What follows belongs to an exercise in optimizing a design on an open flow for small area; a production flow would make more cautious choices.
Function was checked by simulation only, so behaviour that the tests miss may differ from the original.
No activity file was given, so power comes from the tool's default toggle rates.

## old
// core_top
module core_top (
    input  logic                    clk,
    input  logic                    rst_n,
    input  logic                    instr_valid,
    input  logic [XLEN-1:0]         instruction,
    output logic                    wb_valid,
    output logic [REG_AW-1:0]       wb_reg,
    output logic [XLEN-1:0]         wb_data,
    output logic                    branch_taken,
    output logic [OFFSET_WIDTH-1:0] branch_offset,
    output logic                    flag_n,
    output logic                    flag_z
);
==> flow/config.mk <==
export PLATFORM = sky130hd
export DESIGN_NAME = core_top
export DESIGN_NICKNAME = core_top
export VERILOG_FILES = /design/flow/design.v
export SDC_FILE = /design/flow/constraint.sdc
export NUM_CORES = 4
export LEC_CHECK = 0
export CAP_MARGIN = 20
export CORE_MARGIN = 2
export CORE_UTILIZATION = 30
export SLEW_MARGIN = 20
==> flow/constraint.sdc <==
create_clock -name core_clock -period 5.5 [get_ports {clk}]
set_input_delay 1.1000 -clock core_clock [delete_from_list [all_inputs] [get_ports {clk}]]
set_output_delay 1.1000 -clock core_clock [all_outputs]
set_load 0.01 [all_outputs]
standard.sh (not shown) runs the stock make flow with config.mk's settings and CLKGATE_MAP_FILE= SYNTH_SCRIPT=/design/flow/synth_recipe.tcl, a recipe that flattens the netlist after the stock synthesis.
==> flow/flow/run.sh <==
#!/bin/bash
# Own layout flow: the standard ORFS flow with
#  - the standard synthesis script, except that ABC maps for area
#    (flow/abc_area.script) and adders use Yosys's default carry lookahead
#    instead of the Kogge-Stone map; flip-flops are mapped exactly as in the
#    standard synthesis (dfflibmap runs before ABC and ABC never sees them);
#  - smaller port buffers and a clock tree without dummy loads.
# Every tool's output goes to a log file in this folder (and ORFS's own logs
# under orfs/logs).
set -euo pipefail
W=$PWD
F=$W/flow

# Synthesis script: synth_recipe.tcl with ABC and synth wrapped.
{
  cat <<TCL
proc abc {args} {
  set i [lsearch -exact \$args -script]
  if {\$i >= 0} { set args [lreplace \$args [expr {\$i+1}] [expr {\$i+1}] $F/abc_area.script] }
  puts "own flow abc: \$args"
  yosys abc {*}\$args
}
proc synth {args} {
  set i [lsearch -glob \$args *lcu_kogge_stone.v]
  if {\$i > 0} { set args [lreplace \$args [expr {\$i-1}] \$i] }
  puts "own flow synth: \$args"
  yosys synth -nofsm -noshare {*}\$args
}
TCL
  tail -n +2 $W/synth_recipe.tcl
} > $W/own_synth.tcl

CTS="-sink_clustering_enable -repair_clock_nets -dont_use_dummy_load"
if [[ -f $F/cts_args ]]; then CTS=$(cat $F/cts_args); fi
EXTRA=()
if [[ -f $F/extra_vars ]]; then mapfile -t EXTRA < $F/extra_vars; fi

make -C "$FLOW_HOME" DESIGN_CONFIG=$W/config.mk WORK_HOME=$W/orfs CLKGATE_MAP_FILE= \
  SYNTH_SCRIPT=$W/own_synth.tcl \
  "BUFFER_PORTS_ARGS=-buffer_cell sky130_fd_sc_hd__buf_1" \
  "CTS_ARGS=$CTS" "${EXTRA[@]}" \
  finish > $W/make_finish.log 2>&1

R=$W/orfs/results/$FLOW_PLATFORM/core_top/base
: # left out here: write the final layout as DEF
==> flow/flow/abc_area.script <==
&get -n
&st
&dch
&nf -a
&st
&syn2
&dch
&nf -a
&st
&dch -f
&nf -a
&st
&dch -f
&nf -a
&put
topo
dnsize -c
==> flow/flow/cts_args <==
-sink_clustering_enable -repair_clock_nets -dont_use_dummy_load -sink_clustering_size 26 -sink_clustering_max_diameter 100 -buf_list sky130_fd_sc_hd__clkbuf_16
Edits applied to the flow inputs when going from old to new:
-- flow/flow/abc_area.script --
<<< old, line 11
&nf -a
&st
&dch -f
&nf -a
&put
>>> new, line 11
&nf -a
&put
## What came out
- Re register area share after synthesis: new is 0.15 points down on old.
- The worst hold slack of new is lower than that of old.
- Measured against each other, new and old differ in clock share of power, the lower figure coming from new.
- Detailed route, new vs old: via total higher for new
- Cmp new vs old: final critical path time including I/O delays and setup lower in new


## v2
Starting RTL as in the previous note.
Settings: LEC_CHECK=0, CAP_MARGIN=20, CORE_MARGIN=2, CORE_UTILIZATION=40, SLEW_MARGIN=20; clock period 5.5 ns.
==> flow/flow/abc_area.script <==
&get -n
&st
&dch
&nf -a
&st
&syn2
&dch
&nf -a
&st
&dch -f
&nf -a
&st
&dch -f
&nf -a
&put
topo
dnsize -c
Scripts as last shown in full above: flow/flow/run.sh, flow/flow/cts_args
For v21, these inputs were changed with respect to v2:
==> flow/flow/abc_area.script <==
&get -n
&st
&dch
&nf -a
&st
&syn2
&dch
&nf -a
&st
&dch -f
&nf -a
&put
topo
dnsize -c
## What came out
Row number of post-CTS setup repair buffers: v21 lower / v2 higher
The final cell count was comparable across v2 and v21.
Going from v2 to v21, utilization held steady, arithmetic-cell share of the synthesized area counting full adders, half adders and majority gates saw little to no change, total of hold buffers inserted after clock tree synthesis essentially unchanged.
Re number of placed cells counting well taps: v21 is 0.31% up on v2.
~same area of all placed cells without fillers in v2 and v21
Wire length reported by the detailed router ended up about 1.6% higher on v21 than on v2.
Diff v21..v2 | final cycle utilization of the critical path | negligible
Run comparison: v2 cell at the slowest stage of the critical path sky130_fd_sc_hd__fa_1; v21 cell at the slowest stage of the critical path sky130_fd_sc_hd__fa_2
Between v2 and v21, the slack of the critical path is higher for v21.
Inputs modified between v21 and v20:
==> flow/flow/cts_args <==
-sink_clustering_enable -repair_clock_nets -dont_use_dummy_load -sink_clustering_size 28 -sink_clustering_max_diameter 100 -buf_list sky130_fd_sc_hd__clkbuf_16
--- a/flow/config.mk
+++ b/flow/config.mk
@@ -8,4 +8,4 @@
 export CAP_MARGIN = 20
 export CORE_MARGIN = 2
-export CORE_UTILIZATION = 40
+export CORE_UTILIZATION = 30
 export SLEW_MARGIN = 20
### Flow results
Higher relative contribution of combinational cells to total power among v21 and v20: v20
Antenna cell count delta for v20 relative to v21: 2 higher
v21 -> v20: area after synthesis delta 0, exact match
Taking v21 as the reference, in v20 data required time at the worst endpoint moved up; die boundary width +about 15%; initial antenna violation count went up 4.
Routed wire in v20 totals more than in v21.
The inputs of v14 differ from those of v20 as listed below.
==> flow/flow/cts_args <==
-sink_clustering_enable -repair_clock_nets -dont_use_dummy_load -sink_clustering_size 22 -sink_clustering_max_diameter 100 -buf_list sky130_fd_sc_hd__clkbuf_16
Having completed the whole flow, v14 delivered a layout that passed the timing, design-rule and antenna checks. ~same multi-input combinational cell area in v20 and v14. On v14: path depth of the worst reg2reg path is about 15% higher than what v20 gave. Data required time of the worst path (higher): v20. Against v20, v14 reports a sequential share of power that is lower. [compare] base=v20 new=v14: proportion of power drawn by the clock network went up by 2.1 points, global-route wire length before repair went up by 0.46%, relative area of non-clock buffer cells in the final design was more or less identical. [v14] proportion of cell area occupied by registers fell 0.46 points relative to v20. Against v20, v14 comes in 1 higher on number of levels the H-tree was split into. v20 -> v14: total of endpoints with negative setup slack in the final report flat.

==> static timing again, ports no longer ideal <==
The results above use ideal ports. As a check the final layouts listed here were re-extracted and re-timed, cells and wires unchanged. Step 1 assumes that a clkbuf_16 drives the clock port and a buf_2 every other input. Step 2 moves the port delays by t, midway between the first and last clock arrival at a register: inputs arrive t later, outputs are due t later. That takes back most of the time a late clock gives input paths. Three values: no drivers, after step 1, after step 2; two values: the first two.
run	shift t [ns]	slack for setup (ns)	worst setup path at the end	worst register clock-pin slew, ns	cell pins on the clock port's net
old	0.771	0.135 / 0.135 / 0.012	input to register	0.11 / 0.11	1
new	0.746	0.247 / 0.247 / -0.242	input to register	0.11 / 0.11	1
v2	0.758	0.294 / 0.294 / 0.096	input to register	0.11 / 0.11	1
v21	0.754	0.300 / 0.300 / -0.038	input to register	0.11 / 0.11	1
v20	0.740	0.311 / 0.311 / -0.124	input to register	0.12 / 0.12	1
v14	0.727	0.262 / 0.262 / -0.210	input to register	0.10 / 0.10	1
With both steps, setup timing fails in new, v21, v20 and v14, where it was met with ideal ports. For new, which loses most, drivers alone change the setup slack by 0.000 ns; drivers and shift together by -0.489 ns.
